This is an optimization exercise on Yosys and OpenROAD, whose aim is small area, a short achievable clock period and few clock cycles per item, not a production implementation. Only simulation tests tie the RTL to the original design; equivalence was not proved.

Design rotation_matrix_to_quaternion_unit, start of the top module:
module rotation_matrix_to_quaternion_unit (
  input  logic               clk,
  input  logic               rst,
  input  logic               in_valid,
  output logic               in_ready,
  input  logic signed [15:0] m00, m01, m02,
  input  logic signed [15:0] m10, m11, m12,
  input  logic signed [15:0] m20, m21, m22,
  output logic               out_valid,
  input  logic               out_ready,
  output logic [14:0]        qw,
  output logic signed [15:0] qx, qy, qz
);
Settings: LEC_CHECK=0, CAP_MARGIN=20, CORE_MARGIN=2, CORE_UTILIZATION=40, SLEW_MARGIN=20; clock period 19.0 ns.
standard.sh (not shown) runs the stock make flow with config.mk's settings and CLKGATE_MAP_FILE= SYNTH_SCRIPT=/design/flow/synth_recipe.tcl, a recipe that flattens the netlist after the stock synthesis.
==> flow/flow/run.sh <==
#!/bin/bash
# The standard layout (standard.sh), with these changes to how it is made:
#  - ADDER_MAP_FILE empty: Yosys does not map adders onto the library's
#    full/half adder cells; ABC maps all of the logic, with its area script
#    (ABC_AREA=1);
#  - SETUP_SLACK_MARGIN=13.9: repair_timing keeps working until every path
#    is about 5.1 ns (the clock stays at the design's period);
#  - clock sinks clustered in groups of up to 25 within 80 um;
#  - core utilization 55% (a smaller die, shorter wires).
# Everything else (synthesis script, floorplan, power grid, placement, CTS,
# routing) is the standard flow. Its output goes to standard.log.
set -euo pipefail
bash standard.sh ABC_AREA=1 ADDER_MAP_FILE= SETUP_SLACK_MARGIN=13.9 \
  CTS_CLUSTER_SIZE=25 CTS_CLUSTER_DIAMETER=80 CORE_UTILIZATION=55 > standard.log 2>&1
The baseline produced a clean layout.
Testbench counts at the start, summed over its fixed seeds: cycles 9,988, items 9,600.
==> next run, changes <==
==> flow/flow/run.sh (replaced) <==
#!/bin/bash
# The standard layout (standard.sh), with these changes to how it is made:
#  - ADDER_MAP_FILE empty: Yosys does not map adders onto the library's
#    full/half adder cells; ABC maps all of the logic, with its area script
#    (ABC_AREA=1);
#  - SETUP_SLACK_MARGIN=13.9: repair_timing keeps working until every path
#    is about 5.1 ns (the clock stays at the design's period);
#  - clock sinks clustered in groups of up to 25 within 80 um.
# Everything else (synthesis script, floorplan, power grid, placement, CTS,
# routing) is the standard flow. Its output goes to standard.log.
set -euo pipefail
bash standard.sh ABC_AREA=1 ADDER_MAP_FILE= SETUP_SLACK_MARGIN=13.9 \
  CTS_CLUSTER_SIZE=25 CTS_CLUSTER_DIAMETER=80 > standard.log 2>&1
Result: Fmax drops by 1.8%. Global-route usage is lower by 8.2 points. Cell area came out higher by about 1.6%. Via count came out lower by about 1.6%. First-iteration DRC count fell by 7.9%.

rotation_matrix_to_quaternion_unit, a different RTL version from the one above (not shown whole).
Size in the first run: ~13000 cells after synthesis, roughly 1200 flip-flops, about 210 I/O pins.
==> flow/config.mk <==
export PLATFORM = sky130hd
export DESIGN_NAME = rotation_matrix_to_quaternion_unit
export DESIGN_NICKNAME = rotation_matrix_to_quaternion_unit
export VERILOG_FILES = /design/flow/design.v
export SDC_FILE = /design/flow/constraint.sdc
export NUM_CORES = 4
export LEC_CHECK = 0
export CAP_MARGIN = 20
export CORE_MARGIN = 2
export CORE_UTILIZATION = 40
export SLEW_MARGIN = 20
==> flow/constraint.sdc <==
create_clock -name core_clock -period 19.0 [get_ports {clk}]
set_input_delay 3.8000 -clock core_clock [delete_from_list [all_inputs] [get_ports {clk}]]
set_output_delay 3.8000 -clock core_clock [all_outputs]
set_load 0.01 [all_outputs]
==> flow/flow/run.sh <==
#!/bin/bash
# The standard layout (standard.sh), with these changes to how it is made:
#  - ADDER_MAP_FILE empty: Yosys does not map adders onto the library's
#    full/half adder cells; ABC maps all of the logic, with its area script
#    (ABC_AREA=1);
#  - SETUP_SLACK_MARGIN=13.9: repair_timing keeps working until every path
#    is about 5.1 ns (the clock stays at the design's period);
#  - clock sinks clustered in groups of up to 25 within 80 um;
#  - core utilization 65% (a smaller die, shorter wires);
#  - every port still gets its own buffer, but buffer_ports starts from
#    buf_1 (the resizer upsizes the ones that need it).
# Everything else (synthesis script, floorplan, power grid, placement, CTS,
# routing) is the standard flow. Its output goes to standard.log.
set -euo pipefail
bash standard.sh ABC_AREA=1 ADDER_MAP_FILE= SETUP_SLACK_MARGIN=13.9 \
  CTS_CLUSTER_SIZE=25 CTS_CLUSTER_DIAMETER=80 CORE_UTILIZATION=65 \
  "BUFFER_PORTS_ARGS=-buffer_cell sky130_fd_sc_hd__buf_1" > standard.log 2>&1
Testbench counts at the start, summed over its fixed seeds: cycles 9,988, items 9,600.
==> next run, changes <==
--- a/flow/flow/run.sh
+++ b/flow/flow/run.sh
@@ -7,5 +7,5 @@
 #    is about 5.1 ns (the clock stays at the design's period);
 #  - clock sinks clustered in groups of up to 25 within 80 um;
-#  - core utilization 65% (a smaller die, shorter wires);
+#  - core utilization 55% (a smaller die, shorter wires);
 #  - every port still gets its own buffer, but buffer_ports starts from
 #    buf_1 (the resizer upsizes the ones that need it).
@@ -14,4 +14,4 @@
 set -euo pipefail
 bash standard.sh ABC_AREA=1 ADDER_MAP_FILE= SETUP_SLACK_MARGIN=13.9 \
-  CTS_CLUSTER_SIZE=25 CTS_CLUSTER_DIAMETER=80 CORE_UTILIZATION=65 \
+  CTS_CLUSTER_SIZE=25 CTS_CLUSTER_DIAMETER=80 CORE_UTILIZATION=55 \
   "BUFFER_PORTS_ARGS=-buffer_cell sky130_fd_sc_hd__buf_1" > standard.log 2>&1
=> The changed run ran to the end with no violations; first-iteration DRC count came out lower by 30%; design area went up by 0.84%; via count falls by 4.3%; routed wire length rose by 1.9%; setup slack is better by 0.11 ns; sequential share of layout area falls by 0.31 points.
==> next run, changes <==
--- a/flow/flow/run.sh
+++ b/flow/flow/run.sh
@@ -7,5 +7,4 @@
 #    is about 5.1 ns (the clock stays at the design's period);
 #  - clock sinks clustered in groups of up to 25 within 80 um;
-#  - core utilization 55% (a smaller die, shorter wires);
 #  - every port still gets its own buffer, but buffer_ports starts from
 #    buf_1 (the resizer upsizes the ones that need it).
@@ -14,4 +13,4 @@
 set -euo pipefail
 bash standard.sh ABC_AREA=1 ADDER_MAP_FILE= SETUP_SLACK_MARGIN=13.9 \
-  CTS_CLUSTER_SIZE=25 CTS_CLUSTER_DIAMETER=80 CORE_UTILIZATION=55 \
+  CTS_CLUSTER_SIZE=25 CTS_CLUSTER_DIAMETER=80 \
   "BUFFER_PORTS_ARGS=-buffer_cell sky130_fd_sc_hd__buf_1" > standard.log 2>&1
After rerunning: The changed run finished clean. Final cell count increases by 5.3%. Area after synthesis stays the same. Sequential cell count stays the same. Fmax goes down by 2.4%. Critical path depth does not change.

-- separate check: timing with driven ports --
The flow's constraints put no driver on any port. The routed layouts listed below were extracted and timed again, unchanged, in two steps.
Step 1 (the two cells are an assumption about what drives the block):
set clk [get_ports {clk}]
set_driving_cell -lib_cell sky130_fd_sc_hd__clkbuf_16 $clk
set_driving_cell -lib_cell sky130_fd_sc_hd__buf_2 [delete_from_list [all_inputs] $clk]
Step 2 also shifts input and output timing later by t, the mid clock arrival at the registers, as if the neighbouring blocks saw the same clock.
a / b / c = no drivers / after step 1 / after step 2; a / b = the first two.
| run | t (ns) | slack for setup (ns) | worst slew at a driven data input, ns |
|---|---|---|---|
| the first run of note 1 | 0.823 | 13.863 / 13.777 / 13.331 | 0.07 |
| the second run of note 1 | 0.838 | 13.769 / 13.683 / 13.280 | 0.05 |
| the first run of note 2 | 0.815 | 13.776 / 13.776 / 13.257 | 0.06 |
| the second run of note 2 | 0.824 | 13.882 / 13.790 / 13.325 | 0.05 |
| the third run of note 2 | 0.833 | 13.757 / 13.673 / 13.747 | 0.06 |
After both steps setup and hold are still met in every run listed. For the second run of note 2, which loses most, drivers alone change the setup slack by -0.092 ns; drivers and shift together by -0.557 ns.
